Context: an optimization exercise on an open-source flow, tuned for small area, a short achievable clock period and few clock cycles per item. The choices shown serve that exercise and are no tape-out recipe. Only simulation tests tie the RTL to the original design; equivalence was not proved. Power is estimated from default activity; no workload was simulated.

// bounded_ordered_list_engine_top
module bounded_ordered_list_engine_top (
	input  logic               clk,
	input  logic               arst_n,
	input  logic               start,
	output logic               busy,
	input  logic [2:0]         req_type,
	input  logic [4:0]         position,
	input  logic signed [31:0] value,
	output logic               done,
	output logic [2:0]         status,
	output logic signed [31:0] out_value,
	output logic [4:0]         out_position,
	output logic [4:0]         removed_count,
	output logic [4:0]         entry_count
);
export LEC_CHECK = 0
export ABC_AREA = 1
export CAP_MARGIN = 20
export CORE_MARGIN = 2
export CORE_UTILIZATION = 25
export PLACE_DENSITY = 0.45
export SLEW_MARGIN = 20
create_clock -name core_clock -period 20.0 [get_ports {clk}]
standard.sh (not shown) runs the stock make flow with config.mk's settings and CLKGATE_MAP_FILE= SYNTH_SCRIPT=/design/flow/synth_recipe.tcl, a recipe that flattens the netlist after the stock synthesis.
==> flow/flow/run.sh <==
#!/bin/bash
# The standard layout (the standard.sh: standard synthesis, then ORFS
# floorplan to finish), with two changes to how it is made:
# - timing repair is asked to leave extra setup slack (flow/margin, in ns), so
#   that the layout is sized for a shorter period than the 20 ns it is
#   constrained to;
# - the port buffers are plain buffers (buf_4) rather than the delay cells
#   buffer_ports picks by default.
# Clock period, I/O delays, loads and every other setting stay the design's.
set -euo pipefail
export SETUP_SLACK_MARGIN=$(cat flow/margin)
export BUFFER_PORTS_ARGS="-buffer_cell sky130_fd_sc_hd__buf_4"
bash standard.sh > standard_flow.log 2>&1
==> flow/flow/margin <==
13.5
The starting point completed with no timing, DRC or antenna violations.
Testbench counts at the start, summed over its fixed seeds: cycles 16,171, items 16,000.
Edit:
==> flow/flow/margin (replaced) <==
14
Settings changed: CORE_UTILIZATION 25 to 30, PLACE_DENSITY 0.45 to 0.55.
Outcome:
- via count goes up by 0.59%
- sequential cell count does not change
- count of clock-buffer cells in the layout goes down by 8
- worst setup slack is better by 0.025 ns
- first-iteration DRC count goes down by about 5%
- global-route usage goes up by 2.9 points
- final cell count goes down by about 4%
- wire length goes down by 8.9%
- power goes down by 2.5%
- final area goes down by 0.74%
Edit:
Settings changed: CTS_BUF_LIST from default to sky130_fd_sc_hd__clkbuf_8.
=> Maximum frequency came out higher by 4.8%. Synthesized cell count does not change. First-iteration DRC count came out higher by 3.5%. Core utilization barely changes. Final area barely changes. Hold slack hardly moves. Worst setup slack gains 0.30 ns. Critical path depth came out lower by 2.

---

## build 53
Another version of the RTL of bounded_ordered_list_engine_top (not shown whole).
For scale: about 52,000 um^2 of cells after synthesis.
clock: 20.0 ns
lec_check: 0
abc_area: 1
cap_margin: 20
core_margin: 2
core_utilization: 25
place_density: 0.45
slew_margin: 20
==> flow/flow/run.sh <==
#!/bin/bash
# The standard layout (the standard.sh: standard synthesis, then ORFS
# floorplan to finish), with timing repair asked to leave extra setup slack
# so that the layout is sized for a shorter period than the 20 ns it is
# constrained to. Clock period, I/O delays and loads stay the design's.
set -euo pipefail
export SETUP_SLACK_MARGIN=$(cat flow/margin)
bash standard.sh > standard_flow.log 2>&1
==> flow/flow/margin <==
13
Testbench counts of build 53, summed over its fixed seeds: cycles 16,171, items 16,000.
[inputs] build 29 vs build 53
==> flow/flow/run.sh <==
#!/bin/bash
# The standard layout (the standard.sh: standard synthesis, then ORFS
# floorplan to finish), with two changes to how it is made:
# - timing repair is asked to leave extra setup slack (flow/margin, in ns), so
#   that the layout is sized for a shorter period than the 20 ns it is
#   constrained to;
# - the port buffers are plain buffers (buf_4) rather than the delay cells
#   buffer_ports picks by default.
# Clock period, I/O delays, loads and every other setting stay the design's.
set -euo pipefail
export SETUP_SLACK_MARGIN=$(cat flow/margin)
export BUFFER_PORTS_ARGS="-buffer_cell sky130_fd_sc_hd__buf_4"
bash standard.sh > standard_flow.log 2>&1
==> flow/flow/margin <==
14
==> comparison <==
- Sequential share of cell area was lower in build 29 than in build 53.
- req_type[1] as the launching instance or port of the critical path was reported by build 53, and value[15] by build 29.
- Normalized max-slew margin in build 29 vs build 53: down 2.2 points
- Summary of build 29 over build 53: starting density of the core closely matched the old numbers; buffer count from post-CTS setup fixing increased by 101 relative to the old numbers.
The inputs of build 64 differ from those of build 29 as listed below.
==> flow/flow/run.sh <==
#!/bin/bash
# The standard layout (the standard.sh: standard synthesis, then ORFS
# floorplan to finish), with timing repair asked to leave extra setup slack
# so that the layout is sized for a shorter period than the 20 ns it is
# constrained to. Clock period, I/O delays and loads stay the design's.
set -euo pipefail
export SETUP_SLACK_MARGIN=$(cat flow/margin)
bash standard.sh > standard_flow.log 2>&1
### Flow results
- Going from build 29 to build 64, highest clock rate shows an increase of 4.7%; final standard cell area without fillers went up; combinational power rose 5.7%; via count of the first global-routing pass has increased.

[separate check: timing with driven ports]
Ports are ideal in the flow. The routed layouts listed here were re-timed in OpenROAD. Step 1 sets driving cells, clkbuf_16 on the clock port and buf_2 on the other inputs (assumed; they add their load-dependent delay and slew). Step 2, shift: input delay + t, output delay - t, t = (earliest + latest rising clock arrival at the registers) / 2. This alone moves slack from input paths to output paths. Three values: ideal, step 1, step 2; two values: the first two.
| run | shift t [ns] | setup WS [ns] | latest minus earliest clock arrival (ns) | worst slew at a driven data input, ns |
|---|---|---|---|---|
| the first run of note 1 | 0.868 | 13.324 / 13.251 / 12.383 | 0.051 / 0.052 | 0.18 |
| the second run of note 1 | 0.825 | 13.349 / 13.349 / 12.593 | 0.097 / 0.096 | 0.22 |
| the third run of note 1 | 1.008 | 13.652 / 13.652 / 12.689 | 0.097 / 0.097 | 0.22 |
| build 53 | 0.822 | 12.962 / 13.019 / 12.198 | 0.035 / 0.035 | 0.14 |
| build 29 | 0.839 | 13.482 / 13.507 / 12.669 | 0.037 / 0.037 | 0.12 |
| build 64 | 0.847 | 13.772 / 13.791 / 12.944 | 0.048 / 0.048 | 0.11 |
After both steps setup and hold are still met in every run listed. The setup slack of the third run of note 1, which loses most, moves by 0.000 ns with the drivers and by -0.963 ns with both steps.
